This design comes from an exercise in tuning for small area on the open sky130 flow, not from production work. Function was checked by simulation only, so behaviour that the tests miss may differ from the original. Power figures rest on the tool's default switching activity, not on a simulated workload. The clock port is modelled as an ideal driver; clocking choices that lean on that would not hold on a real chip.

===== flow/design.v =====
module aes_round_key_cache #(
    parameter int unsigned MAX_KEYS = 15,
    parameter int unsigned IDX_W    = 4
) (
    input  logic               CLK,
    input  logic               RST_N,
    input  logic               start,
    input  logic [1:0]         mode,
    input  logic [255:0]       key,
    output logic               exp_load,
    output logic               exp_revers,
    output logic [1:0]         exp_mode,
    output logic [255:0]       exp_key,
    input  logic [127:0]       exp_round_key,
    input  logic [4:0]         exp_round,
    output logic               busy,
    output logic               keys_valid,
    input  logic               rd_en,
    input  logic               rd_inverse,
    input  logic [IDX_W-1:0]   rd_idx,
    output logic [127:0]       rd_key,
    output logic               rd_valid,
    output logic               err
);
    logic               exp_load_q;
    logic               busy_q;
    logic               keys_valid_q;
    logic               rd_valid_q;
    logic               err_q;
    logic               desync_q;
    logic [1:0]         mode_q;
    logic [3:0]         cnt_q;       
    logic [MAX_KEYS-1:0] sel_q;      
    logic [127:0]       ring_q [MAX_KEYS];
    logic               fill;
    logic               can_start;
    logic               start_ok;
    logic               start_bad;
    logic               rd_ok;
    logic               rd_bad;
    logic               desync_hit;
    logic [3:0]         nr;
    logic [3:0]         cnt_d;
    logic [3:0]         lidx;
    logic [4:0]         pos;
    logic [3:0]         sel_d;
    logic               hit0;
    logic               hit1;
    function automatic logic [3:0] nr_of(input logic [1:0] m);
        case (m)
            2'd0:    nr_of = 4'd10;
            2'd1:    nr_of = 4'd12;
            default: nr_of = 4'd14;
        endcase
    endfunction
    always_comb begin
        nr         = nr_of(mode_q);
        fill       = busy_q && !exp_load_q;
        can_start  = !busy_q;
        start_ok   = start && can_start && (mode != 2'd3);
        start_bad  = start && can_start && (mode == 2'd3);
        rd_ok      = rd_en && keys_valid_q && (rd_idx <= nr);
        rd_bad     = rd_en && !rd_ok;
        desync_hit = fill && (exp_round != {1'b0, cnt_q});
        if (exp_load_q)          cnt_d = 4'd0;
        else if (cnt_q == 4'd14) cnt_d = 4'd0;
        else                     cnt_d = cnt_q + 4'd1;
        lidx       = rd_inverse ? (nr - rd_idx) : rd_idx;
        pos        = {1'b0, cnt_d} + 5'd14 - {1'b0, lidx};    
        sel_d      = (pos >= 5'd15) ? 4'(pos - 5'd15) : pos[3:0];
        hit0       = start_ok && (sel_d == 4'd0);
        hit1       = start_ok && (sel_d == 4'd1);
    end
    always_ff @(posedge CLK or negedge RST_N) begin
        if (!RST_N) begin
            exp_load_q   <= 1'b0;
            busy_q       <= 1'b0;
            keys_valid_q <= 1'b0;
            rd_valid_q   <= 1'b0;
            err_q        <= 1'b0;
        end else begin
            exp_load_q <= start_ok;
            rd_valid_q <= rd_ok;
            err_q      <= start_bad | rd_bad | (desync_hit & !desync_q);
            if (start_ok) begin
                busy_q       <= 1'b1;
                keys_valid_q <= 1'b0;
            end else if (fill && (cnt_q == nr)) begin
                busy_q       <= 1'b0;
                keys_valid_q <= 1'b1;
            end
        end
    end
    always_ff @(posedge CLK) begin
        if (start_ok) begin
            mode_q <= mode;
        end
        if (start_ok) begin
            desync_q <= 1'b0;
        end else if (desync_hit) begin
            desync_q <= 1'b1;
        end
        cnt_q <= cnt_d;
        for (int i = 0; i < MAX_KEYS; i++) begin
            sel_q[i] <= rd_ok && ((hit0 || hit1) ? (i == 2) : (sel_d == 4'(i)));
        end
    end
    logic [127:0] ring_in0;
    logic [127:0] ring_in1;
    logic [127:0] ring_in2;
    rkc_ao222 u_in0 (
        .a(exp_round_key),        .sa(fill),
        .b(key[127:0]),           .sb(start_ok),
        .c(ring_q[MAX_KEYS-1]),   .sc(!fill && !start_ok),
        .y(ring_in0)
    );
    rkc_ao22 u_in1 (
        .a(key[255:128]),         .sa(start_ok),
        .b(ring_q[0]),            .sb(!start_ok),
        .y(ring_in1)
    );
    rkc_ao222 u_in2 (
        .a(ring_q[MAX_KEYS-1]),   .sa(hit0),
        .b(ring_q[0]),            .sb(hit1),
        .c(ring_q[1]),            .sc(!hit0 && !hit1),
        .y(ring_in2)
    );
    always_ff @(posedge CLK) begin
        ring_q[0] <= ring_in0;
        ring_q[1] <= ring_in1;
        ring_q[2] <= ring_in2;
        for (int i = 3; i < MAX_KEYS; i++) begin
            ring_q[i] <= ring_q[i-1];
        end
    end
    logic [127:0] grp_n [5];
    for (genvar g = 0; g < 5; g++) begin : g_grp
        rkc_aoi3 u_aoi (
            .a(ring_q[3*g]),   .sa(sel_q[3*g]),
            .b(ring_q[3*g+1]), .sb(sel_q[3*g+1]),
            .c(ring_q[3*g+2]), .sc(sel_q[3*g+2]),
            .y(grp_n[g])
        );
    end
    rkc_nand5 u_or (
        .a(grp_n[0]), .b(grp_n[1]), .c(grp_n[2]), .d(grp_n[3]), .e(grp_n[4]),
        .y(rd_key)
    );
    assign exp_load   = exp_load_q;
    assign exp_revers = 1'b0;
    assign exp_mode   = mode_q;
    assign exp_key    = {ring_q[1], ring_q[0]};
    assign busy       = busy_q;
    assign keys_valid = keys_valid_q;
    assign rd_valid   = rd_valid_q;
    assign err        = err_q;
endmodule
module rkc_aoi3 (
    input  logic [127:0] a,
    input  logic         sa,
    input  logic [127:0] b,
    input  logic         sb,
    input  logic [127:0] c,
    input  logic         sc,
    output logic [127:0] y
);
    assign y = ~((a & {128{sa}}) | (b & {128{sb}}) | (c & {128{sc}}));
endmodule
module rkc_nand5 (
    input  logic [127:0] a,
    input  logic [127:0] b,
    input  logic [127:0] c,
    input  logic [127:0] d,
    input  logic [127:0] e,
    output logic [127:0] y
);
    assign y = ~(a & b & c & d & e);
endmodule
module rkc_ao22 (
    input  logic [127:0] a,
    input  logic         sa,
    input  logic [127:0] b,
    input  logic         sb,
    output logic [127:0] y
);
    assign y = (a & {128{sa}}) | (b & {128{sb}});
endmodule
module rkc_ao222 (
    input  logic [127:0] a,
    input  logic         sa,
    input  logic [127:0] b,
    input  logic         sb,
    input  logic [127:0] c,
    input  logic         sc,
    output logic [127:0] y
);
    assign y = (a & {128{sa}}) | (b & {128{sb}}) | (c & {128{sc}});
endmodule

===== flow/flow/run.sh =====
#!/bin/bash
# Standard layout (the standard.sh, standard synthesis unchanged) with two changes:
#  - every input and output port gets a buf_1 buffer instead of the default port buffer cell;
#  - the clock tree uses clkbuf_16 with larger sink clusters and no dummy loads.
set -euo pipefail
CTS="-sink_clustering_enable -repair_clock_nets -buf_list sky130_fd_sc_hd__clkbuf_16 -sink_clustering_size 30 -sink_clustering_max_diameter 80 -dont_use_dummy_load"
bash standard.sh 'BUFFER_PORTS_ARGS=-buffer_cell sky130_fd_sc_hd__buf_1' "CTS_ARGS=$CTS" finish > flow_make.log 2>&1

===== flow/standard.sh =====
#!/bin/bash
# synth_recipe.tcl (not shown) runs the flow's synth.tcl, then flattens the netlist and writes it again
# the make line also repeats each setting of config.mk as NAME=value (left out here)
make -C /OpenROAD-flow-scripts/flow DESIGN_CONFIG=/design/flow/config.mk WORK_HOME=/design/flow/orfs CLKGATE_MAP_FILE= SYNTH_SCRIPT=/design/flow/synth_recipe.tcl "${@:-finish}"

===== flow/config.mk =====
export PLATFORM = sky130hd
export DESIGN_NAME = aes_round_key_cache
export DESIGN_NICKNAME = aes_round_key_cache
export VERILOG_FILES = /design/flow/design.v
export SDC_FILE = /design/flow/constraint.sdc
export NUM_CORES = 4
export LEC_CHECK = 0
export CAP_MARGIN = 20
export CORE_MARGIN = 2
export CORE_UTILIZATION = 55
export SLEW_MARGIN = 20
export SYNTH_HIERARCHICAL = 1

===== flow/constraint.sdc =====
create_clock -name core_clock -period 5.0 [get_ports {CLK}]
set_input_delay 1.0000 -clock core_clock [delete_from_list [all_inputs] [get_ports {CLK}]]
set_output_delay 1.0000 -clock core_clock [all_outputs]
set_load 0.01 [all_outputs]

==> results of run 1 <==
==> placed cells by master (no fill, tap or decap), drive strengths merged, types with 3 or more instances in the layout <==
| cell | netlist | final |
|---|---|---|
| dfxtp | 1940 | 1940 |
| a222oi | 896 | 896 |
| buf | 325 | 860 |
| inv | 281 | 281 |
| nand3 | 133 | 133 |
| a22o | 128 | 128 |
| and3 | 128 | 128 |
| clkbuf | 1 | 75 |
| nor3 | 13 | 13 |
| ha | 13 | 13 |
| a21oi | 12 | 12 |
| nand2 | 8 | 8 |
| xnor2 | 7 | 7 |
| o21ai | 7 | 7 |
| nand2b | 6 | 6 |
| a211oi | 6 | 6 |
| dfrtp | 5 | 5 |
| nor2 | 5 | 5 |
| a31oi | 4 | 4 |
| a21o | 4 | 4 |
| nor2b | 3 | 3 |
==> Yosys stat by module, one instance, submodules excluded <==
module | flops+latches | area, sq um | cells
rkc_nand5 | 0 | 1440 | 256
rkc_ao22 | 0 | 1440 | 156
rkc_ao222 | 0 | 2150 | 298
rkc_aoi3 | 0 | 1670 | 170
aes_round_key_cache | 1947 | 40100 | 2100
==> sequential cells by signal, indices dropped and copies added (netlist names) <==
signal        cells
cnt_q             4
busy_q            1
ring_q         1920
rd_valid_q        1
sel_q            15
keys_valid_q      1
err_q             1
mode_q            2
desync_q          1
exp_load_q        1
==> kinds of logic (layout without fill, tap and decap cells) <==
group | count (synthesis) | after routing | synth area share, %
AO/OA/AOI/OAI | 1069 | 1069 | 18.7
XOR/XNOR | 9 | 9 | 0.142
adder cells (fa/ha/maj) | 15 | 15 | 0.365
buffers and inverters | 607 | 1216 | 7.38
flip-flops | 1947 | 1947 | 70.2
multiplexers | 3 | 3 | 0.0585
other | 1 | 3 | 0.00675
AND/OR/NAND/NOR | 307 | 307 | 3.12
==> final timing paths <==
path	from	endpoint	slack (ns)	cells past startpoint
worst max-delay path	mode_q[0]$_DFFE_PP_	ring_q[2][93]$_DFF_P_	0.42	16
worst min-delay path	RST_N	keys_valid_q$_DFFE_PN0P_	0.15	1
worst max register to register	mode_q[0]$_DFFE_PP_	ring_q[2][93]$_DFF_P_	0.42	16
worst min register to register	ring_q[9][98]$_DFF_P_	ring_q[10][98]$_DFF_P_	0.31	0
max in group asynchronous	RST_N	busy_q$_DFFE_PN0P_	4.64	1
min in group core_clock	ring_q[9][98]$_DFF_P_	ring_q[10][98]$_DFF_P_	0.31	0
==> cell type report <==
| type | instances | area, sq um | area share [%] |
|---|---|---|---|
| antenna | 2 | 5.00 | 0.00835 |
| clock buffer | 75 | 1880 | 3.13 |
| inverter | 281 | 1060 | 1.77 |
| multi-input combinational | 1404 | 12500 | 20.9 |
| sequential | 1947 | 39100 | 65.2 |
| tap | 1298 | 1620 | 2.71 |
| timing repair buffer | 860 | 3750 | 6.27 |
==> power by group through the flow <==
stage               logic, mW  clock network (mW)  registers (mW)
CTS                      9.12                7.33            29.5
detailed placement       9.09                   0            29.7
finish                   9.13                7.19            29.7
global route             9.92                7.91            30.5
global placement         9.00                   0            29.7
floorplan                5.77                   0            27.7
==> routing by layer <==
layer / vias up / GRT usage [%] / wire length, microns
met2: 2144 / 48.2 / 75900
met1: 19200 / 43.7 / 70300
met3: 211 / 4.54 / 15900
met5: - / 0 / 43
li1: 16900 / - / -
met4: 6 / 8.63 / 3900
==> through the flow <==
step	setup slack, ns	hold slack [ns]	setup TNS (ns)
after global placement	0.110	0.331	0
after detailed placement	-0.000299	0.334	-0.000299
after global routing	0.102	0.138	0
final	0.422	0.150	0
after floorplan	0.663	0.330	0
after CTS	0.463	0.119	0
==> impl_metrics.csv, run 1 <==
group,metric,value,unit
cts,ctsResizeCount,0,
timing,period_share,91.6,%
job,drv_cap,0,
yosys,synthTopCellsByCount,"dfxtp_1, a222oi_1, inv_1",
finish,layout.cells.non_filler,5867,
finish,area_delta_synth_final,7.81,%
setup_path,crit_type,"register to register",
detailed_routing,wl_per_cell,28.3,microns
yosys,ys_seq_elements,1947,
yosys,synth_cells,3958,
setup_path,worst-path-buf-inv,3,
die,dieWidth,322,microns
yosys,syn_area,55600,sq um
cts,clock_latency,0.67,ns
finish,fin_area,59900,sq um
yosys,synthTopCellsByArea,"dfxtp_1, a222oi_1, buf_6",
setup_path,crit_slowest_cell,"a211o_4",
timing,clock_skew,0.0417,ns
cts,clk_pin_slew,0.11,ns
die,dieArea,104000,sq um
yosys,async_flop_share,0.257,%
grt,antenna_found_initial,6,
timing,slew_headroom,21.9,%
yosys,synth_warnings,10,
setup_path,endpoint_kind,"register",
setup_path,crit_chain,"or2_2, ha_1, nor2b_1, o21ai_0, xnor2_1, ha_1, inv_1, ha_1, a21oi_1, a21bo_1, nand4_1, a21o_1, a211o_4, buf_12, a222oi_1, inv_1",
die,core,100000,sq um
pwr,swShare,34.7,%
setup_path,slowest_delay,0.49,ns
yosys,synth_cell_types,50,
detailed_routing,routed_wirelength,166000,microns
setup_path,path_max_fanout,57,
timing,setup_viol,0,
grt,grt_pass1_wl,240000,microns
grt,track_usage,30.5,%
yosys,synth.most_common_cell,"dfxtp_1",
setup_path,path_delay_family,"compound AO/OA/AOI/OAI gates",
timing,timing.final.hold_violations,0,
pwr,powerDensity,769,nW/um^2
cts,root_buffer,"clkbuf_16",
finish,fill_cells,8196,
detailed_routing,drtIter0Drc,7104,
pwr,p_comb_share,19.8,%
yosys,synth-seq-area-share,70.2,%
placement,place.detailed.hpwl,101000,microns
placement,gp_congestion,0.829,
cts,clk_path_buf_depth,3,
detailed_routing,route.vias.total,38500,
finish,drive_gt1_share,3.85,%
yosys,synth_nets,4373,
setup_path,crit_required,5.56,ns
cts,cts_hold_buf,0,
yosys,synth-main-ff-cell,"dfxtp_1",
timing,fmax,0.218,GHz
cts,cts_made_buffers,75,
pwr,leakagePower,24.1,nW
pwr,p_seq_share,64.6,%
setup_path,cp-start-kind,"register",
timing,rsz0062_at_grt,"no",
detailed_routing,vias_per_cell,6.56,
pwr,internal_power,30.1,mW
pwr,vdd_drop_max,0.499,mV
detailed_routing,drc,0,
die,die_h,322,microns
die,initial_utilization,55.5,%
run_status,status,"timing/DRC/antenna clean",
finish,fin_nets,4984,
placement,postPlaceCellArea,58000,sq um
worst_hold_path,hold_class,"primary input to async pin",
grt,grt_max_degree,128,
setup_path,arrival,5.14,ns
cts,cts_setup_buffers,0,
timing,slew_viol_final,0,
cts,h-tree-depth,3,
grt,grt_pass1_vias,36200,
pwr,clkPwrFrac,15.6,%
placement,io_buffers,790,
yosys,synth-edff-count,2,
placement,place_inst,5790,
cts,tritoncts,"yes",
yosys,yosysTopAreaCell,"dfxtp_1",
grt,grt-ovfl-total,0,
detailed_routing,detail_route.first_pass.iterations,12,
cts,clock-sinks,1947,
pwr,power_switching,16.0,mW
timing,period_minus_slack,4.58,ns
die,num_rows,116,
die,io_pins,792,
setup_path,cp_common_cell,"ha_1",
finish,utilization,59.8,%
detailed_routing,postRouteAntennaNets,0,
timing,tightest_slew,1.17,ns
pwr,total_power,46.1,mW
yosys,synth_top_area_share,69.9,%
yosys,syn_avg_cell_area,14.0,sq um
==> run 2: changes to the inputs <==
--- a/flow/config.mk
+++ b/flow/config.mk
@@ -7,6 +7,6 @@
 export LEC_CHECK = 0
 export CAP_MARGIN = 20
 export CORE_MARGIN = 2
-export CORE_UTILIZATION = 55
+export CORE_UTILIZATION = 65
 export SLEW_MARGIN = 20
 export SYNTH_HIERARCHICAL = 1
==> run 2 against run 1 <==
Compared with the run above: still clean; clock-buffer cell count fell by 1; design area fell by 0.49%; register-to-register slack improved by 0.09 ns; highest routed layer unchanged.
==> impl_metrics.csv, run 2 <==
group,metric,value,unit
yosys,yosysTopAreaCell,"dfxtp_1",
setup_path,cp-start-kind,"register",
timing,timing.final.hold_violations,0,
yosys,yosys.area_share.simple,3.12,%
die,core,84900,sq um
yosys,synth_top_family_by_area,"compound AO/OA/AOI/OAI gates",
setup_path,arrival,5.08,ns
pwr,powerDensity,769,nW/um^2
yosys,synth.most_common_cell,"dfxtp_1",
placement,gp_congestion,0.853,
placement,io_buffers,790,
detailed_routing,routed_wirelength,159000,microns
timing,fmax,0.223,GHz
setup_path,crit_type,"register to register",
detailed_routing,detail_route.first_pass.iterations,11,
yosys,synthTopCellsByCount,"dfxtp_1, a222oi_1, inv_1",
grt,grt_pass1_wl,228000,microns
setup_path,rrSetupSlack,0.52,ns
die,initial_utilization,65.5,%
yosys,synthMuxAreaShare,0.0585,%
yosys,ys_seq_elements,1947,
cts,root_buffer,"clkbuf_16",
yosys,synth_nets,4373,
finish,largest_reg_flops,1920,
finish,fill_cells,6169,
yosys,async_flop_share,0.257,%
setup_path,r2r_end,"ring_q[2][103]$_DFF_P_",
finish,fin_nets,4970,
worst_hold_path,hold_class,"primary input to async pin",
setup_path,endpoint_kind,"register",
die,num_rows,107,
yosys,synth_cells,3958,
yosys,syn_avg_cell_area,14.0,sq um
finish,drive_gt1_share,3.56,%
cts,h-tree-depth,3,
cts,clock_latency,0.66,ns
detailed_routing,drtIter0Drc,7564,
yosys,synth_cell_types,50,
placement,place.detailed.hpwl,97100,microns
pwr,leakagePower,24.0,nW
cts,tritoncts,"yes",
grt,grt_pass1_vias,36500,
grt,track_usage,34.2,%
run_status,status,"timing/DRC/antenna clean",
detailed_routing,drc,0,
finish,layout.cells.non_filler,5702,
pwr,vdd_drop_max,0.443,mV
timing,period_share,89.7,%
cts,clock-sinks,1947,
yosys,syn_area,55600,sq um
timing,tightest_slew,1.16,ns
cts,ctsResizeCount,0,
finish,top_regs,"ring_q (1920), sel_q (15), cnt_q (4)",
yosys,synth-main-ff-cell,"dfxtp_1",
setup_path,path_max_fanout,72,
cts,clk_pin_slew,0.11,ns
finish,regMostFlops,"ring_q",
placement,place_ws,-0.0339,ns
yosys,synth-edff-count,2,
grt,grt-ovfl-total,0,
detailed_routing,postRouteAntennaNets,0,
cts,cts_setup_buffers,0,
cts,clk_path_buf_depth,3,
timing,period_minus_slack,4.48,ns
timing,holdWs,0.249,ns
timing,slew_viol_final,0,
placement,postPlaceCellArea,57800,sq um
yosys,synthTopCellsByArea,"dfxtp_1, a222oi_1, buf_6",
yosys,synthAdderAreaFrac,0.365,%
yosys,synth_top_area_share,69.9,%
die,die_h,296,microns
yosys,synth_compound_area_share,18.7,%
timing,setup_viol,0,
detailed_routing,route.vias.total,38500,
grt,antenna_found_initial,7,
finish,final_cell_mix,"dfxtp_1, a222oi_1, buf_1, inv_1, nand3_1",
timing,clock_skew,0.0466,ns
finish,final_common_cell,"dfxtp_1",
job,drv_cap,0,
yosys,synth_xor_area_share,0.142,%
detailed_routing,vias_per_cell,6.74,
grt,grt_max_degree,140,
placement,place_inst,5623,
detailed_routing,wl_per_cell,27.8,microns
timing,rsz0062_at_grt,"no",
setup_path,worstRegToRegCells,16,
die,io_pins,792,
cts,cts_hold_buf,0,
die,dieWidth,296,microns
yosys,synth_warnings,10,
finish,area_delta_synth_final,7.28,%
yosys,synth-seq-area-share,70.2,%
cts,cts_made_buffers,74,
timing,setup_slack,0.515,ns
die,dieArea,87900,sq um
setup_path,rr_startpoint,"mode_q[0]$_DFFE_PP_",
finish,fin_area,59600,sq um
setup_path,crit_required,5.60,ns
timing,slew_headroom,22.7,%
-- run 2: kinds of logic after synthesis --
family,Yosys count
AO/OA/AOI/OAI,1069
XOR/XNOR,9
adder cells (fa/ha/maj),15
buffers and inverters,607
flip-flops,1947
multiplexers,3
other,1
AND/OR/NAND/NOR,307
-- run 2: cell type report --
cell class / instances / area (sq um) / share of cell area [%]
Inverter: 281 / 1060 / 1.78
Tap cell: 1144 / 1430 / 2.40
Clock buffer: 74 / 1850 / 3.11
Antenna cell: 5 / 12.5 / 0.0210
Sequential cell: 1947 / 39100 / 65.5
Multi-Input combinational cell: 1404 / 12500 / 21.0
Timing Repair Buffer: 847 / 3670 / 6.15
-- run 2: critical path, stage by stage, from the launching register on --
cell and delay, ns:
edfxtp_1 0.42, or2_2 0.33, ha_1 0.32, nor2b_1 0.14, o21ai_0 0.18, xnor2_1 0.11
ha_1 0.28, inv_1 0.04, ha_1 0.35, a21oi_1 0.32, nand3b_2 0.24, a31o_1 0.32
a21o_1 0.25, a211oi_4 0.37, buf_12 0.44, a222oi_1 0.21, inv_1 0.08
-- run 2: through the flow --
stage,utilization [%],TNS (ns),power [mW]
after floorplan,-,0,33.5
after global placement,68.0,0,38.5
after detailed placement,68.0,-0.304,38.6
after CTS,70.2,0,45.6
after global routing,70.2,0,47.9
final,70.2,0,45.9
-- run 2: routing by layer --
layer,global-route usage (%),share of wire [%]
met1,46.8,40
met2,55.6,47
met3,5.72,10
met4,10.9,3.0
met5,0,0.032
-- run 2: modules after synthesis, one instance, submodules excluded --
module               flip-flops and latches  area [sq um]  times used  cells inside
aes_round_key_cache                    1947         40100           1          2100
rkc_ao222                                 0          2150           2           298
rkc_nand5                                 0          1440           1           256
rkc_aoi3                                  0          1670           5           170
rkc_ao22                                  0          1440           1           156
-- run 2: how the worst max path moves through the flow --
| stage | slack, ns | endpoint | from | cells past startpoint |
|---|---|---|---|---|
| 2_1_floorplan | 0.66 | ring_q[2][106]$_DFF_P_ | rd_idx[1] | 18 |
| 3_3_place_gp | 0.07 | ring_q[2][126]$_DFF_P_ | rd_idx[2] | 17 |
| 5_1_grt | 0.23 | ring_q[2][100]$_DFF_P_ | mode_q[0]$_DFFE_PP_ | 16 |
| 6_report | 0.52 | ring_q[2][103]$_DFF_P_ | mode_q[0]$_DFFE_PP_ | 16 |
| 4_1_cts | 0.52 | ring_q[2][103]$_DFF_P_ | mode_q[0]$_DFFE_PP_ | 16 |
| 3_5_place_dp | -0.03 | ring_q[2][118]$_DFF_P_ | rd_idx[2] | 17 |
-- run 2: where the power goes --
| group | leakage, nW | switching [mW] | total (mW) | internal [mW] |
|---|---|---|---|---|
| combinational | 6.61 | 5.55 | 9.10 | 3.55 |
| clock | 0.912 | 4.37 | 7.06 | 2.69 |
| sequential | 16.4 | 5.91 | 29.7 | 23.8 |
==> run 3: changes to the inputs <==
--- a/flow/design.v
+++ b/flow/design.v
@@ -66,8 +66,8 @@
         else if (cnt_q == 4'd14) cnt_d = 4'd0;
         else                     cnt_d = cnt_q + 4'd1;
         lidx       = rd_inverse ? (nr - rd_idx) : rd_idx;
-        pos        = {1'b0, cnt_d} + 5'd14 - {1'b0, lidx};    
-        sel_d      = (pos >= 5'd15) ? 4'(pos - 5'd15) : pos[3:0];
+        pos        = {1'b0, cnt_q} - {1'b0, lidx};
+        sel_d      = pos[4] ? 4'(pos + 5'd15) : pos[3:0];
         hit0       = start_ok && (sel_d == 4'd0);
         hit1       = start_ok && (sel_d == 4'd1);
     end
==> run 3 against run 2 <==
Compared with the run above: power fell by 3.5%; critical endpoint is now ring_q[2][92]$_DFF_P_; maximum frequency rose by 6.1%; design area fell by 0.18%; still clean; clock skew fell by 0.0049 ns; synthesized area fell by 0.31%; via count rose by 0.74%; synthesized cell count fell by 0.68%; largest power group unchanged; first-iteration DRC count rose by 2.7%; clock power rose by 1%; clock-buffer cell count rose by 1; die area fell by 0.31%.
==> impl_metrics.csv, run 3 <==
group,metric,value,unit
run_status,status,"timing/DRC/antenna clean",
timing,fmax,0.237,GHz
yosys,yosysTopAreaCell,"dfxtp_1",
yosys,synth-seq-area-share,70.4,%
yosys,synth-edff-count,2,
finish,diodes,0,
cts,clk_pin_slew,0.11,ns
pwr,leakagePower,24.0,nW
timing,setup_tns,0,ns
timing,slew_viol_final,0,
timing,tightest_slew,1.13,ns
yosys,synth.most_common_cell,"dfxtp_1",
cts,cts_setup_buffers,0,
yosys,synth_xor_area_share,0.199,%
job,drv_cap,0,
pwr,vdd_drop_max,0.436,mV
die,dieArea,87600,sq um
finish,final_common_cell,"dfxtp_1",
pwr,internal_power,29.4,mW
yosys,ys_seq_elements,1947,
cts,clk_path_buf_depth,3,
cts,clock_latency,0.65,ns
yosys,yosys.area_share.simple,3.14,%
finish,fin_nets,4955,
pwr,total_power,44.2,mW
timing,period_share,84.5,%
timing,setup_viol,0,
placement,place_inst,5610,
timing,timing.final.hold_violations,0,
grt,grt_pass1_wl,232000,microns
yosys,synth_cell_types,52,
finish,area_delta_synth_final,7.42,%
grt,grt_pass1_vias,36700,
pwr,p_seq_share,67.5,%
yosys,synthAdderAreaFrac,0.298,%
grt,grtUsageMet3,5.73,%
detailed_routing,drc,0,
placement,gp_congestion,0.863,
die,die_h,296,microns
grt,met2_usage,54.8,%
finish,fill_cells,6206,
pwr,powerDensity,743,nW/um^2
finish,regMostFlops,"ring_q",
cts,ctsResizeCount,0,
timing,clock_skew,0.0417,ns
yosys,syn_avg_cell_area,14.1,sq um
setup_path,path_max_fanout,110,
die,num_rows,107,
grt,grt-ovfl-total,0,
setup_path,endpoint_kind,"register",
cts,cts_hold_buf,0,
yosys,synth_warnings,10,
pwr,power_switching,14.8,mW
yosys,synth_nets,4343,
yosys,syn_area,55400,sq um
setup_path,crit_required,5.53,ns
cts,clock-sinks,1947,
die,core,84900,sq um
timing,period_minus_slack,4.23,ns
grt,antenna_found_initial,3,
timing,rsz0062_at_grt,"no",
finish,final_cell_mix,"dfxtp_1, a222oi_1, buf_1, inv_1",
timing,slew_headroom,24.8,%
cts,root_buffer,"clkbuf_16",
placement,place.detailed.hpwl,98700,microns
finish,layout.cells.non_filler,5685,
finish,top_regs,"ring_q (1920), sel_q (15), cnt_q (4)",
placement,place_ws,0.300,ns
yosys,async_flop_share,0.257,%
placement,io_buffers,790,
detailed_routing,wl_per_cell,28.3,microns
detailed_routing,routed_wirelength,161000,microns
die,initial_utilization,65.3,%
pwr,p_comb_share,16.3,%
setup_path,arrival,4.76,ns
detailed_routing,route.vias.total,38700,
pwr,clkPwrFrac,16.1,%
grt,grt_max_degree,111,
yosys,synthTopCellsByArea,"dfxtp_1, a222oi_1, buf_6",
die,io_pins,792,
finish,drive_gt1_share,3.90,%
timing,setup_slack,0.774,ns
worst_hold_path,hold_class,"primary input to async pin",
grt,grt_use_met1,48.7,%
placement,postPlaceCellArea,57600,sq um
grt,grt_most_used_layer,"met2",
setup_path,crit_type,"register to register",
yosys,synth-main-ff-cell,"dfxtp_1",
detailed_routing,postRouteAntennaNets,0,
yosys,synth_compound_area_share,18.5,%
finish,largest_reg_flops,1920,
detailed_routing,detail_route.first_pass.iterations,14,
cts,h-tree-depth,3,
grt,track_usage,34.8,%
finish,multi_input_area,12400,sq um
yosys,synthMuxAreaShare,0.0949,%
finish,regArea,39100,sq um
yosys,synth_cells,3931,
die,dieWidth,296,microns
yosys,synth_top_area_share,70.1,%
detailed_routing,vias_per_cell,6.81,
yosys,synth_top_family_by_area,"compound AO/OA/AOI/OAI gates",
detailed_routing,drtIter0Drc,7769,
finish,fin_area,59500,sq um
pwr,swShare,33.4,%
cts,tritoncts,"yes",
cts,cts_made_buffers,75,
yosys,synthTopCellsByCount,"dfxtp_1, a222oi_1, inv_1",
setup_path,cp-start-kind,"register",
## run 3: power groups by stage
stage | clock, mW | sequential (mW) | combinational (mW)
5_1_grt | 7.73 | 30.5 | 7.84
3_5_place_dp | 0 | 29.8 | 7.14
2_1_floorplan | 0 | 27.8 | 4.36
4_1_cts | 7.19 | 29.6 | 7.17
6_report | 7.13 | 29.9 | 7.23
3_3_place_gp | 0 | 29.7 | 7.03
## run 3: modules after synthesis (local to each module, per instance)
| module | area (sq um) | flops+latches | cells |
|---|---|---|---|
| rkc_ao222 | 2150 | 0 | 298 |
| rkc_nand5 | 1440 | 0 | 256 |
| rkc_aoi3 | 1670 | 0 | 170 |
| aes_round_key_cache | 39900 | 1947 | 2073 |
| rkc_ao22 | 1440 | 0 | 156 |
## run 3: cell type report
class	count	area share, %
well taps	1144	2.41
multi-input cells	1392	20.8
repair buffers	859	6.27
flip-flops and latches	1947	65.7
inverters	268	1.70
clock buffers	75	3.15
## run 3: logic make-up (layout without fill, tap and decap cells)
kind of cell,after synthesis,count (layout)
flops,1947,1947
compound gates,1051,1051
buf+inv,592,1202
simple gates,313,313
fa+ha+maj,12,12
xor+xnor,10,10
mux,5,5
other cells,1,1
## run 3: critical path, stage by stage, from the launching register on
cell and delay (ns):
edfxtp_1 0.42, or2_2 0.31, ha_1 0.32, nor2b_1 0.14
o21ai_0 0.18, xor2_1 0.18, ha_1 0.32, nor2_1 0.20
a21oi_2 0.08, or3_1 0.46, xor2_2 0.27, nand4_1 0.25
buf_12 0.36, a222oi_1 0.40, inv_1 0.08
## run 3: worst paths after layout
| path | from | end | slack [ns] | cells past startpoint |
|---|---|---|---|---|
| min reg2reg | ring_q[4][21]$_DFF_P_ | ring_q[5][21]$_DFF_P_ | 0.30 | 0 |
| min | RST_N | exp_load_q$_DFF_PN0_ | 0.20 | 1 |
| max in group asynchronous | RST_N | err_q$_DFF_PN0_ | 4.56 | 1 |
| max | mode_q[1]$_DFFE_PP_ | ring_q[2][92]$_DFF_P_ | 0.77 | 14 |
| min in group core_clock | ring_q[4][21]$_DFF_P_ | ring_q[5][21]$_DFF_P_ | 0.30 | 0 |
| max reg2reg | mode_q[1]$_DFFE_PP_ | ring_q[2][92]$_DFF_P_ | 0.77 | 14 |
## run 3: stage by stage
step	util (%)	hold slack [ns]
6_report	70.1	0.199
5_1_grt	70.1	0.193
4_1_cts	70.1	0.175
3_5_place_dp	67.9	0.335
3_3_place_gp	67.9	0.331
2_1_floorplan	-	0.330
## run 3: layer usage
layer  wire length (microns)  vias up
met5                      40        -
met4                    5510        6
li1                        -    16800
met2                   73500     2474
met1                   63600    19200
met3                   18200      291
==> run 4: changes to the inputs <==
==> flow/flow/run.sh (replaced) <==
#!/bin/bash
# Standard layout (the standard.sh, standard synthesis unchanged) with two changes:
#  - every input and output port gets a buf_1 buffer instead of the default port buffer cell;
#  - the clock tree uses clkbuf_16 with larger sink clusters and no dummy loads.
set -euo pipefail
CTS="-sink_clustering_enable -repair_clock_nets -buf_list sky130_fd_sc_hd__clkbuf_16 -sink_clustering_size 32 -sink_clustering_max_diameter 90 -dont_use_dummy_load"
bash standard.sh 'BUFFER_PORTS_ARGS=-buffer_cell sky130_fd_sc_hd__buf_1' "CTS_ARGS=$CTS" finish > flow_make.log 2>&1
==> run 4 against run 3 <==
Compared with the run above: still clean; sequential cell count stayed put; maximum frequency is 0.24% lower; clock skew is 0.0023 ns higher; synthesized area stayed put; hold slack worse by 0.0047 ns; routed wire length decreased by 0.43%; combinational power about the same; largest cell class unchanged; largest power group unchanged.
==> impl_metrics.csv, run 4 <==
group,metric,value,unit
detailed_routing,wl_per_cell,28.2,microns
finish,final_common_cell,"dfxtp_1",
die,dieArea,87600,sq um
timing,slew_viol_final,0,
grt,met2_usage,54.8,%
timing,period_minus_slack,4.24,ns
job,drv_cap,0,
timing,period_share,84.7,%
finish,drive_gt1_share,3.79,%
setup_path,arrival,4.76,ns
cts,cts_hold_buf,0,
placement,io_buffers,790,
setup_path,crit_type,"register to register",
die,die_h,296,microns
setup_path,cp_common_cell,"ha_1",
cts,tritoncts,"yes",
die,core,84900,sq um
setup_path,endpoint_kind,"register",
yosys,synth-main-ff-cell,"dfxtp_1",
detailed_routing,detail_route.first_pass.iterations,14,
timing,setup_viol,0,
cts,cts_made_buffers,70,
detailed_routing,vias_per_cell,6.78,
grt,grt_pass1_vias,36400,
detailed_routing,drtIter0Drc,7743,
yosys,synth.most_common_cell,"dfxtp_1",
die,io_pins,792,
timing,setup_slack,0.764,ns
finish,top_regs,"ring_q (1920), sel_q (15), cnt_q (4)",
die,dieWidth,296,microns
yosys,async_flop_share,0.257,%
yosys,synth_nets,4343,
pwr,leakagePower,23.9,nW
grt,grt-ovfl-total,0,
yosys,synthTopCellsByArea,"dfxtp_1, a222oi_1, buf_6",
yosys,synth-seq-area-share,70.4,%
finish,fin_nets,4950,
grt,grtUsageMet3,5.65,%
setup_path,path_max_fanout,110,
timing,timing.final.hold_violations,0,
yosys,syn_avg_cell_area,14.1,sq um
timing,tightest_slew,1.16,ns
yosys,syn_area,55400,sq um
cts,clock-sinks,1947,
grt,antenna_found_initial,3,
finish,area_delta_synth_final,7.19,%
grt,grt_use_met1,48.9,%
grt,grt_max_degree,111,
detailed_routing,routed_wirelength,160000,microns
yosys,synthTopCellsByCount,"dfxtp_1, a222oi_1, inv_1",
timing,setup_tns,0,ns
detailed_routing,drc,0,
yosys,ys_seq_elements,1947,
grt,grt_pass1_wl,231000,microns
placement,place_ws,0.300,ns
setup_path,path_delay_family,"simple AND/OR/NAND/NOR gates",
die,num_rows,107,
yosys,synth-edff-count,2,
finish,regMostFlops,"ring_q",
timing,slew_headroom,22.9,%
cts,clk_pin_slew,0.11,ns
cts,root_buffer,"clkbuf_16",
pwr,vdd_drop_max,0.387,mV
cts,clock_latency,0.66,ns
worst_hold_path,hold_class,"primary input to async pin",
cts,ctsResizeCount,0,
detailed_routing,route.vias.total,38500,
placement,place.detailed.hpwl,98700,microns
cts,clk_path_buf_depth,3,
run_status,status,"timing/DRC/antenna clean",
yosys,synth_cell_types,52,
yosys,yosysTopAreaCell,"dfxtp_1",
pwr,total_power,44.0,mW
setup_path,cp-start-kind,"register",
setup_path,worst-path-buf-inv,2,
die,initial_utilization,65.3,%
setup_path,crit_chain,"or2_2, ha_1, nor2b_1, o21ai_0, xor2_1, ha_1, nor2_1, a21oi_2, or3_1, xor2_2, nand4_1, buf_12, a222oi_1, inv_1",
finish,final_cell_mix,"dfxtp_1, a222oi_1, buf_1, inv_1",
setup_path,crit_slowest_cell,"or3_1",
finish,largest_reg_flops,1920,
timing,clock_skew,0.0441,ns
yosys,synth_top_area_share,70.1,%
yosys,synth_warnings,10,
pwr,powerDensity,741,nW/um^2
yosys,synth_cells,3931,
cts,cts_setup_buffers,0,
grt,grt_most_used_layer,"met2",
setup_path,slowest_delay,0.46,ns
grt,track_usage,34.7,%
finish,diodes,0,
setup_path,crit_required,5.53,ns
timing,rsz0062_at_grt,"no",
placement,gp_congestion,0.863,
timing,fmax,0.236,GHz
cts,h-tree-depth,3,
detailed_routing,postRouteAntennaNets,0,
==> run 4: cell counts after synthesis <==
Identical to the previous run, type by type.
==> run 4: worst register-to-register path: stages, from the launching register on <==
cell,delay [ns]
edfxtp_1,0.43
or2_2,0.31
ha_1,0.32
nor2b_1,0.14
o21ai_0,0.18
xor2_1,0.19
ha_1,0.32
nor2_1,0.21
a21oi_2,0.08
or3_1,0.46
xor2_2,0.27
nand4_1,0.24
buf_12,0.36
a222oi_1,0.56
inv_1,0.07
==> run 4: per-stage QoR <==
stage / std cells / utilization [%] / cell area, sq um / hold slack (ns)
finish: 5680 / 70.0 / 59400 / 0.194
global route: 5680 / 70.0 / 59400 / 0.195
CTS: 5680 / 70.0 / 59400 / 0.182
detailed placement: 5610 / 67.9 / 57600 / 0.335
global placement: 5610 / 67.9 / 57600 / 0.331
floorplan: 3931 / - / 55400 / 0.330
==> run 4: final timing paths <==
kind / start / end / slack, ns / cells past startpoint
min in group core_clock: ring_q[11][70]$_DFF_P_ / ring_q[12][70]$_DFF_P_ / 0.32 / 0
hold / removal: RST_N / err_q$_DFF_PN0_ / 0.19 / 1
setup reg to reg: mode_q[1]$_DFFE_PP_ / ring_q[2][53]$_DFF_P_ / 0.76 / 14
max in group asynchronous: RST_N / exp_load_q$_DFF_PN0_ / 4.58 / 1
hold reg to reg: ring_q[11][70]$_DFF_P_ / ring_q[12][70]$_DFF_P_ / 0.32 / 0
setup / recovery: mode_q[1]$_DFFE_PP_ / ring_q[2][53]$_DFF_P_ / 0.76 / 14
==> run 4: per-layer routing <==
metal | routed length (microns) | vias up
met5 | 40 | -
met4 | 5130 | 6
met3 | 17300 | 244
met2 | 73400 | 2363
met1 | 64100 | 19100
li1 | - | 16800
==> run 4: layout make-up <==
class | count | area, sq um
inverters | 268 | 1010
clock buffers | 70 | 1750
multi-input cells | 1392 | 12400
fillers | 6207 | 25500
well taps | 1144 | 1430
flip-flops and latches | 1947 | 39100
repair buffers | 859 | 3730
==> run 4: Yosys stat by module, one instance, submodules excluded <==
module               area [sq um]  cells inside
aes_round_key_cache         39900          2073
rkc_aoi3                     1670           170
rkc_ao22                     1440           156
rkc_nand5                    1440           256
rkc_ao222                    2150           298
==> run 4: cell families (layout without fill, tap and decap cells) <==
logic type,after synthesis,after routing,synth area share (%)
adders and majority gates,12,12,0.298
and+or+nand+nor,313,313,3.14
xor gates and xnor gates,10,10,0.199
DFF,1947,1947,70.4
muxes,5,5,0.0949
buffers and inverters,592,1197,7.28
other,1,1,0.00677
AOI/OAI and AO/OA,1051,1051,18.5
==> run 4: where the power goes <==
group | leakage, nW | switching (mW) | internal (mW)
clock | 0.863 | 4.37 | 2.56
combinational | 6.59 | 4.33 | 2.89
sequential | 16.4 | 6.01 | 23.8
total | 23.9 | 14.7 | 29.3
==> run 5: changes to the inputs <==
--- a/flow/design.v
+++ b/flow/design.v
@@ -66,8 +66,8 @@
         else if (cnt_q == 4'd14) cnt_d = 4'd0;
         else                     cnt_d = cnt_q + 4'd1;
         lidx       = rd_inverse ? (nr - rd_idx) : rd_idx;
-        pos        = {1'b0, cnt_q} - {1'b0, lidx};
-        sel_d      = pos[4] ? 4'(pos + 5'd15) : pos[3:0];
+        pos        = {1'b0, cnt_d} + 5'd14 - {1'b0, lidx};    
+        sel_d      = (pos >= 5'd15) ? 4'(pos - 5'd15) : pos[3:0];
         hit0       = start_ok && (sel_d == 4'd0);
         hit1       = start_ok && (sel_d == 4'd1);
     end
==> flow/flow/run.sh (replaced) <==
#!/bin/bash
# Standard layout (the standard.sh, standard synthesis unchanged) with three changes:
#  - every input and output port gets a buf_1 buffer instead of the default port buffer cell;
#  - the clock tree uses clkbuf_16 with larger sink clusters and no dummy loads;
#  - after global routing, power recovery downsizes cells on all paths that keep positive slack.
set -euo pipefail
CTS="-sink_clustering_enable -repair_clock_nets -buf_list sky130_fd_sc_hd__clkbuf_16 -sink_clustering_size 30 -sink_clustering_max_diameter 80 -dont_use_dummy_load"
bash standard.sh 'BUFFER_PORTS_ARGS=-buffer_cell sky130_fd_sc_hd__buf_1' "CTS_ARGS=$CTS" RECOVER_POWER=100 finish > flow_make.log 2>&1
==> run 5 against run 4 <==
Compared with the run above: now fails the layout checks on capacitance limit, slew limit; utilization increased by 0.18 points; maximum frequency shrank 8.6%; setup slack got worse by 0.40 ns; clock skew rose by 0.0011 ns; highest routed layer unchanged.
==> impl_metrics.csv, run 5 <==
group,metric,value,unit
timing,setup_tns,0,ns
timing,period_minus_slack,4.63,ns
grt,grt_use_met1,46.8,%
finish,top_regs,"ring_q (1920), sel_q (15), cnt_q (4)",
finish,final_common_cell,"dfxtp_1",
detailed_routing,drc,0,
die,die_h,296,microns
die,core,84900,sq um
yosys,synthTopCellsByArea,"dfxtp_1, a222oi_1, buf_6",
detailed_routing,wl_per_cell,27.9,microns
setup_path,path_max_fanout,60,
yosys,synth-seq-area-share,70.2,%
placement,gp_congestion,0.853,
timing,fmax,0.216,GHz
timing,clock_skew,0.0452,ns
die,io_pins,792,
yosys,syn_area,55600,sq um
worst_hold_path,hold_class,"primary input to async pin",
yosys,synth_top_area_share,69.9,%
cts,tritoncts,"yes",
timing,setup_viol,0,
die,num_rows,107,
placement,place.detailed.hpwl,97100,microns
finish,drive_gt1_share,3.43,%
grt,grt-ovfl-total,0,
pwr,vdd_drop_max,0.445,mV
cts,ctsResizeCount,0,
detailed_routing,detail_route.first_pass.iterations,12,
yosys,ys_seq_elements,1947,
setup_path,arrival,3.63,ns
detailed_routing,route.vias.total,38500,
finish,largest_reg_flops,1920,
timing,period_share,92.7,%
die,dieArea,87900,sq um
pwr,powerDensity,769,nW/um^2
setup_path,worstRegToRegCells,6,
setup_path,cp-start-kind,"register",
yosys,synth_warnings,10,
finish,fin_nets,4970,
grt,grt_max_degree,140,
cts,clock_latency,0.66,ns
grt,met2_usage,55.6,%
cts,root_buffer,"clkbuf_16",
placement,io_buffers,790,
grt,grt_pass1_vias,36500,
detailed_routing,drtIter0Drc,7765,
detailed_routing,routed_wirelength,159000,microns
pwr,leakagePower,23.9,nW
cts,clock-sinks,1947,
grt,grtUsageMet3,5.72,%
cts,cts_made_buffers,74,
die,initial_utilization,65.5,%
yosys,synth_cell_types,50,
run_status,violations,"capacitance limit, slew limit",
timing,holdWs,0.265,ns
yosys,synth.most_common_cell,"dfxtp_1",
setup_path,crit_required,4.00,ns
timing,slew_headroom,-22.4,%
grt,antenna_found_initial,7,
timing,rsz0062_at_grt,"no",
cts,h-tree-depth,3,
yosys,syn_avg_cell_area,14.0,sq um
detailed_routing,postRouteAntennaNets,0,
finish,fill_cells,6189,
yosys,yosysTopAreaCell,"dfxtp_1",
setup_path,crit_type,"register to output port",
cts,clk_pin_slew,0.11,ns
timing,timing.final.hold_violations,0,
detailed_routing,vias_per_cell,6.75,
yosys,synthTopCellsByCount,"dfxtp_1, a222oi_1, inv_1",
run_status,status,"finished with violations",
grt,grt_most_used_layer,"met2",
setup_path,endpoint_kind,"output port",
grt,track_usage,34.2,%
finish,regMostFlops,"ring_q",
die,dieWidth,296,microns
timing,tightest_slew,1.84,ns
finish,area_delta_synth_final,7.14,%
cts,clk_path_buf_depth,3,
cts,cts_setup_buffers,0,
yosys,synth-edff-count,2,
timing,slew_viol_final,267,
cts,cts_hold_buf,0,
job,drv_cap,3,
finish,final_cell_mix,"dfxtp_1, a222oi_1, buf_1, inv_1, nand3_1",
yosys,async_flop_share,0.257,%
yosys,synth_nets,4373,
yosys,synth-main-ff-cell,"dfxtp_1",
yosys,synth_cells,3958,
grt,grt_pass1_wl,228000,microns
==> run 5: changes by cell type in the layout (fill, tap and decap cells not counted), moves of 5 or more <==
cell / change
buf_4: -21
a21oi_1: +5
buf_1: -12
inv_1: +13
clkbuf_1: +15
==> run 5: modules after synthesis (local to each module, per instance) <==
module,cell area (sq um),flip-flops and latches,cells inside,times used
aes_round_key_cache,40100,1947,2100,1
rkc_ao22,1440,0,156,1
rkc_ao222,2150,0,298,2
rkc_aoi3,1670,0,170,5
rkc_nand5,1440,0,256,1
==> run 5: layer usage <==
| layer | vias to the layer above | wire (microns) |
|---|---|---|
| met5 | - | 51 |
| met4 | 8 | 4910 |
| met3 | 245 | 16300 |
| met2 | 2317 | 75100 |
| met1 | 19100 | 62800 |
| li1 | 16800 | - |
==> run 5: worst paths after layout <==
path                                             from                     to  slack, ns
worst min-delay path                            RST_N        err_q$_DFF_PN0_       0.27
worst max-delay path                 sel_q[6]$_DFF_P_             rd_key[69]       0.37
worst min register to register  ring_q[7][31]$_DFF_P_  ring_q[8][31]$_DFF_P_       0.32
worst max register to register     busy_q$_DFFE_PN0P_   ring_q[0][1]$_DFF_P_       0.38
min in group core_clock         ring_q[7][31]$_DFF_P_  ring_q[8][31]$_DFF_P_       0.32
max in group asynchronous                       RST_N   exp_load_q$_DFF_PN0_       4.37
==> run 5: cell families (layout without fill, tap and decap cells) <==
group / count (synthesis) / in the layout / synth area share (%)
flip-flops: 1947 / 1947 / 70.2
AO/OA/AOI/OAI: 1069 / 1069 / 18.7
buffers and inverters: 607 / 1202 / 7.38
AND/OR/NAND/NOR: 307 / 307 / 3.12
adder cells (fa/ha/maj): 15 / 15 / 0.365
XOR/XNOR: 9 / 9 / 0.142
multiplexers: 3 / 3 / 0.0585
other: 1 / 5 / 0.00675
==> run 5: per-stage QoR <==
step                      instances  worst slack, ns  area (sq um)  util [%]  total power [mW]
after CTS                      5697            0.521         59600      70.2              45.6
after global placement         5623           0.0733         57800      68.0              38.5
final                          5701            0.367         59500      70.1              45.8
after detailed placement       5623          -0.0339         57800      68.0              38.6
after floorplan                3958            0.663         55600         -              33.5
after global routing           5699            0.189         59500      70.1              47.8
==> run 5: critical path: stages, from the launching register on <==
cell and delay [ns]:
dfxtp_2 1.58, clkbuf_2 0.61, a222oi_1 0.19, and3_1 0.22, nand3_1 0.17, buf_1 0.18
==> run 5: power breakdown <==
part	total, mW	internal [mW]	switching (mW)
Combinational	9.04	3.51	5.53
Clock	7.06	2.69	4.37
Sequential	29.7	23.8	5.91
Total	45.8	30.0	15.8
==> run 5: cell type report <==
type,instances,area [sq um],share of cell area (%)
Sequential cell,1947,39100,65.6
Multi-Input combinational cell,1404,12500,21.0
Timing Repair Buffer,847,3630,6.09
Clock buffer,74,1850,3.11
Tap cell,1144,1430,2.40
Inverter,281,1060,1.78
Antenna cell,4,10.0,0.0168

-- what the ideal ports hide --
Ports are ideal in the flow. The routed layouts listed here were re-timed in OpenROAD. Step 1 sets driving cells, clkbuf_16 on the clock port and buf_2 on the other inputs (assumed; they add their load-dependent delay and slew). Step 2 times the ports against the registers' clock, not the clock port: input delays grow and output delays shrink by t, the midpoint of the rising clock arrivals with the driver on. a / b / c = no drivers / after step 1 / after step 2; a / b = the first two.
run	shift t [ns]	slack for setup (ns)	worst register clock-pin slew, ns	worst slew at a driven data input, ns
run 1	0.736	0.422 / 0.422 / -0.145	0.11 / 0.11	0.15
run 2	0.711	0.515 / 0.515 / -0.079	0.11 / 0.11	0.10
run 3	0.711	0.774 / 0.774 / 0.190	0.11 / 0.11	0.12
run 4	0.716	0.764 / 0.764 / 0.177	0.12 / 0.12	0.14
run 5	0.711	0.367 / 0.294 / -0.225	0.11 / 0.11	0.10
The setup slack of run 2, which loses most, moves by 0.000 ns with the drivers and by -0.594 ns with both steps.
